Context: an optimization exercise on an open-source flow, tuned for small area and a short achievable clock period. The choices shown serve that exercise and are no tape-out recipe. The RTL was checked by simulation tests, not by an equivalence proof against the original design. Power figures rest on the tool's default switching activity, not on a simulated workload.

==> flow/design.v <==
package imem_pkg;
  typedef enum logic {
    IMEM_LOAD = 1'b0,
    IMEM_RUN  = 1'b1
  } imem_state_e;
  localparam int IMEM_ADDR_W = 8;
  localparam int IMEM_DATA_W = 16;
  localparam int IMEM_DEPTH  = 256;
  function automatic logic even_par(input logic [63:0] d);
    return (^d);
  endfunction
endpackage
module imem_ram #(
  parameter int WIDTH = 16
) (
  input  logic                clk,
  input  logic [255:0]        i_we,
  input  logic [255:0]        i_hold,
  input  logic [WIDTH-1:0]    i_wdata_n,
  input  logic [511:0]        i_wl_n,
  output logic [2*WIDTH-1:0]  o_rdata_h
);
  logic [256*WIDTH-1:0] w_mem_n;
  for (genvar w = 0; w < 256; w++) begin : g_word
    for (genvar b = 0; b < WIDTH; b++) begin : g_bit
      imem_bit u_bit (
        .clk    (clk),
        .i_we   (i_we[w]),
        .i_hold (i_hold[w]),
        .i_d    (i_wdata_n[b]),
        .o_q    (w_mem_n[w*WIDTH + b])
      );
    end
  end
  for (genvar b = 0; b < WIDTH; b++) begin : g_rd
    logic [255:0] w_col_n;
    logic [127:0] w_l1;     
    logic [63:0]  w_l2;     
    logic [15:0]  w_l3;     
    logic [7:0]   w_l4;     
    for (genvar w = 0; w < 256; w++) begin : g_col
      assign w_col_n[w] = w_mem_n[w*WIDTH + b];
    end
    for (genvar k = 0; k < 128; k++) begin : g_l1
      imem_oai22 u_g (.i_a(w_col_n[2*k +: 2]), .i_s(i_wl_n[256*(b/8) + 2*k +: 2]), .o_y(w_l1[k]));
    end
    for (genvar k = 0; k < 64; k++) begin : g_l2
      imem_nor #(.N(2)) u_g (.i_a(w_l1[2*k +: 2]), .o_y(w_l2[k]));
    end
    for (genvar k = 0; k < 16; k++) begin : g_l3
      imem_nand #(.N(4)) u_g (.i_a(w_l2[4*k +: 4]), .o_y(w_l3[k]));
    end
    for (genvar k = 0; k < 8; k++) begin : g_l4
      imem_nor #(.N(2)) u_g (.i_a(w_l3[2*k +: 2]), .o_y(w_l4[k]));
    end
    for (genvar k = 0; k < 2; k++) begin : g_l5
      imem_nand #(.N(4)) u_g (.i_a(w_l4[4*k +: 4]), .o_y(o_rdata_h[k*WIDTH + b]));
    end
  end
endmodule
module imem_bit (
  input  logic clk,
  input  logic i_we,
  input  logic i_hold,
  input  logic i_d,
  output logic o_q
);
  logic r_q;
  always_ff @(posedge clk) begin
    r_q <= (i_d & i_we) | (r_q & i_hold);
  end
  assign o_q = r_q;
endmodule
module imem_oai22 (
  input  logic [1:0] i_a,
  input  logic [1:0] i_s,
  output logic       o_y
);
  assign o_y = !((i_a[0] | i_s[0]) & (i_a[1] | i_s[1]));
endmodule
module imem_nand #(
  parameter int N = 4
) (
  input  logic [N-1:0] i_a,
  output logic         o_y
);
  assign o_y = !(&i_a);
endmodule
module imem_nor #(
  parameter int N = 4
) (
  input  logic [N-1:0] i_a,
  output logic         o_y
);
  assign o_y = !(|i_a);
endmodule
module imem_or2 (
  input  logic [1:0] i_a,
  output logic       o_y
);
  assign o_y = |i_a;
endmodule
module imem_boot #(
  parameter int ADDR_W = imem_pkg::IMEM_ADDR_W,
  parameter int DATA_W = imem_pkg::IMEM_DATA_W,
  parameter int DEPTH  = imem_pkg::IMEM_DEPTH
) (
  input  logic              clk,
  input  logic              rst_n,
  input  logic              ld_valid,
  input  logic [DATA_W-1:0] ld_data,
  input  logic              ld_last,
  output logic              ld_ready,
  input  logic              reload,
  output logic              boot_done,
  output logic [ADDR_W:0]   ld_count,
  input  logic              fetch_en,
  input  logic [ADDR_W-1:0] fetch_addr,
  output logic [DATA_W-1:0] fetch_data,
  output logic              fetch_valid,
  output logic              parity_err
);
  localparam int LO_W = ADDR_W / 2;
  localparam int HI_W = ADDR_W - LO_W;
  logic              r_run;        
  logic              r_ld_ready;   
  logic [ADDR_W:0]   r_cnt;
  logic              r_vld;
  logic [2*DATA_W-1:0] r_rdata_h;    
  logic              w_accept;
  logic [DEPTH-1:0]  w_we;
  logic [DEPTH-1:0]  w_hold;
  logic [(1<<LO_W)-1:0] w_pa;
  logic [(1<<HI_W)-1:0] w_pb;
  logic [2*DEPTH-1:0] w_wl_n;    
  logic [2*DATA_W-1:0] w_rdata_h;
  assign w_accept = !r_run && ld_valid;
  for (genvar w = 0; w < DEPTH; w++) begin : g_we
    assign w_we[w]   = w_accept && (r_cnt[ADDR_W-1:0] == ADDR_W'(w));
    assign w_hold[w] = !(r_ld_ready && ld_valid && (r_cnt[ADDR_W-1:0] == ADDR_W'(w)));
  end
  for (genvar a = 0; a < (1 << LO_W); a++) begin : g_pa
    assign w_pa[a] = (fetch_addr[LO_W-1:0] == LO_W'(a));
  end
  for (genvar a = 0; a < (1 << HI_W); a++) begin : g_pb
    assign w_pb[a] = (fetch_addr[ADDR_W-1:LO_W] == HI_W'(a));
  end
  for (genvar c = 0; c < 2; c++) begin : g_wlc
    for (genvar w = 0; w < DEPTH; w++) begin : g_wl
      imem_nand #(.N(2)) u_wl (.i_a({w_pb[w / (1 << LO_W)], w_pa[w % (1 << LO_W)]}),
                               .o_y(w_wl_n[c*DEPTH + w]));
    end
  end
  always_ff @(posedge clk or negedge rst_n) begin
    if (!rst_n) begin
      r_run      <= 1'b0;
      r_ld_ready <= 1'b1;
      r_cnt      <= '0;
      r_vld      <= 1'b0;
    end else if (!r_run) begin
      r_vld <= 1'b0;
      if (ld_valid) begin
        r_cnt <= r_cnt + 1'b1;
        if (ld_last || (&r_cnt[ADDR_W-1:0])) begin
          r_run      <= 1'b1;
          r_ld_ready <= 1'b0;
        end
      end
    end else begin
      r_vld <= fetch_en && !reload;
      if (reload) begin
        r_run      <= 1'b0;
        r_ld_ready <= 1'b1;
        r_cnt      <= '0;
      end
    end
  end
  always_ff @(posedge clk) begin
    r_rdata_h <= w_rdata_h;
  end
  imem_ram #(
    .WIDTH (DATA_W)
  ) u_ram (
    .clk     (clk),
    .i_we    (w_we),
    .i_hold  (w_hold),
    .i_wdata_n (~ld_data),
    .i_wl_n  (w_wl_n),
    .o_rdata_h (w_rdata_h)
  );
  assign ld_ready    = r_ld_ready;
  assign boot_done   = r_run;
  assign ld_count    = r_cnt;
  assign fetch_valid = r_vld;
  for (genvar b = 0; b < DATA_W; b++) begin : g_out
    imem_or2 u_or (.i_a({r_rdata_h[DATA_W + b], r_rdata_h[b]}), .o_y(fetch_data[b]));
  end
  assign parity_err  = 1'b0;
endmodule
export LEC_CHECK = 0
export CAP_MARGIN = 20
export CORE_MARGIN = 2
export CORE_UTILIZATION = 50
export CTS_CLUSTER_DIAMETER = 100
export CTS_CLUSTER_SIZE = 25
export SETUP_SLACK_MARGIN = 1.8
export SLEW_MARGIN = 20
export SYNTH_HIERARCHICAL = 1
create_clock -name core_clock -period 4.5 [get_ports {clk}]
standard.sh (not shown) runs the stock make flow with config.mk's settings and CLKGATE_MAP_FILE= SYNTH_SCRIPT=/design/flow/synth_recipe.tcl, a recipe that flattens the netlist after the stock synthesis.
==> flow/flow/run.sh <==
#!/bin/bash
# The standard layout, with the port buffers placed as sky130_fd_sc_hd__buf_4 instead of the
# buffer cell that buffer_ports picks by default (a slow delay buffer).
set -euo pipefail
bash standard.sh "BUFFER_PORTS_ARGS=-buffer_cell sky130_fd_sc_hd__buf_4" finish > standard.log 2>&1
Edit:
--- a/flow/design.v
+++ b/flow/design.v
@@ -14,13 +14,13 @@
   parameter int WIDTH = 16
 ) (
   input  logic                clk,
   input  logic [255:0]        i_we,
   input  logic [255:0]        i_hold,
   input  logic [WIDTH-1:0]    i_wdata_n,
-  input  logic [511:0]        i_wl_n,
+  input  logic [255:0]        i_wl_n,
   output logic [2*WIDTH-1:0]  o_rdata_h
 );
   logic [256*WIDTH-1:0] w_mem_n;
   for (genvar w = 0; w < 256; w++) begin : g_word
     for (genvar b = 0; b < WIDTH; b++) begin : g_bit
       imem_bit u_bit (
@@ -39,13 +39,13 @@
     logic [15:0]  w_l3;     
     logic [7:0]   w_l4;     
     for (genvar w = 0; w < 256; w++) begin : g_col
       assign w_col_n[w] = w_mem_n[w*WIDTH + b];
     end
     for (genvar k = 0; k < 128; k++) begin : g_l1
-      imem_oai22 u_g (.i_a(w_col_n[2*k +: 2]), .i_s(i_wl_n[256*(b/8) + 2*k +: 2]), .o_y(w_l1[k]));
+      imem_oai22 u_g (.i_a(w_col_n[2*k +: 2]), .i_s(i_wl_n[2*k +: 2]), .o_y(w_l1[k]));
     end
     for (genvar k = 0; k < 64; k++) begin : g_l2
       imem_nor #(.N(2)) u_g (.i_a(w_l1[2*k +: 2]), .o_y(w_l2[k]));
     end
     for (genvar k = 0; k < 16; k++) begin : g_l3
       imem_nand #(.N(4)) u_g (.i_a(w_l2[4*k +: 4]), .o_y(w_l3[k]));
@@ -129,30 +129,27 @@
   logic [2*DATA_W-1:0] r_rdata_h;    
   logic              w_accept;
   logic [DEPTH-1:0]  w_we;
   logic [DEPTH-1:0]  w_hold;
   logic [(1<<LO_W)-1:0] w_pa;
   logic [(1<<HI_W)-1:0] w_pb;
-  logic [2*DEPTH-1:0] w_wl_n;    
+  logic [DEPTH-1:0]  w_wl_n;
   logic [2*DATA_W-1:0] w_rdata_h;
   assign w_accept = !r_run && ld_valid;
   for (genvar w = 0; w < DEPTH; w++) begin : g_we
     assign w_we[w]   = w_accept && (r_cnt[ADDR_W-1:0] == ADDR_W'(w));
     assign w_hold[w] = !(r_ld_ready && ld_valid && (r_cnt[ADDR_W-1:0] == ADDR_W'(w)));
   end
   for (genvar a = 0; a < (1 << LO_W); a++) begin : g_pa
     assign w_pa[a] = (fetch_addr[LO_W-1:0] == LO_W'(a));
   end
   for (genvar a = 0; a < (1 << HI_W); a++) begin : g_pb
     assign w_pb[a] = (fetch_addr[ADDR_W-1:LO_W] == HI_W'(a));
   end
-  for (genvar c = 0; c < 2; c++) begin : g_wlc
-    for (genvar w = 0; w < DEPTH; w++) begin : g_wl
-      imem_nand #(.N(2)) u_wl (.i_a({w_pb[w / (1 << LO_W)], w_pa[w % (1 << LO_W)]}),
-                               .o_y(w_wl_n[c*DEPTH + w]));
-    end
+  for (genvar w = 0; w < DEPTH; w++) begin : g_wl
+    imem_nand #(.N(2)) u_wl (.i_a({w_pb[w / (1 << LO_W)], w_pa[w % (1 << LO_W)]}), .o_y(w_wl_n[w]));
   end
   always_ff @(posedge clk or negedge rst_n) begin
     if (!rst_n) begin
       r_run      <= 1'b0;
       r_ld_ready <= 1'b1;
       r_cnt      <= '0;
Final area hardly moves.
Fmax is higher by 2.0%.
Clock power is about the same.
Power stays flat.
Via count is lower by 1.0%.
Global-route usage is higher by 0.25 points.
First-iteration DRC count is lower by 1.1%.
Clock-buffer cell count is lower by 1.
Wire length is lower by 0.52%.

## port drivers added, routing unchanged
In the flow no input, the clock included, has a driving cell. The finished layouts below were timed again as built, in two steps.
Step 1 (the two cells are an assumption about what drives the block):
set clk [get_ports {clk}]
set_driving_cell -lib_cell sky130_fd_sc_hd__clkbuf_16 $clk
set_driving_cell -lib_cell sky130_fd_sc_hd__buf_2 [delete_from_list [all_inputs] $clk]
Step 2 adds t to the input delays and takes it off the output delays; t is the mean of the earliest and latest rising clock arrival at the registers after step 1. Input paths then give back, and output paths get back, about the clock's delay inside the block.
Slacks: ideal / step 1 / step 2; pairs: ideal / step 1.
run	t (ns)	setup slack, ns	latest minus earliest clock arrival (ns)	slew at the worst register clock pin (ns)	cell pins on the clock port's net
the first run	1.026	1.626 / 1.626 / 0.635	0.053 / 0.053	0.11 / 0.11	1
the second run	1.034	1.683 / 1.669 / 0.707	0.044 / 0.044	0.11 / 0.11	1
After both steps every run listed still meets setup and hold. The setup slack of the first run, which loses most, moves by 0.000 ns with the drivers and by -0.991 ns with both steps.
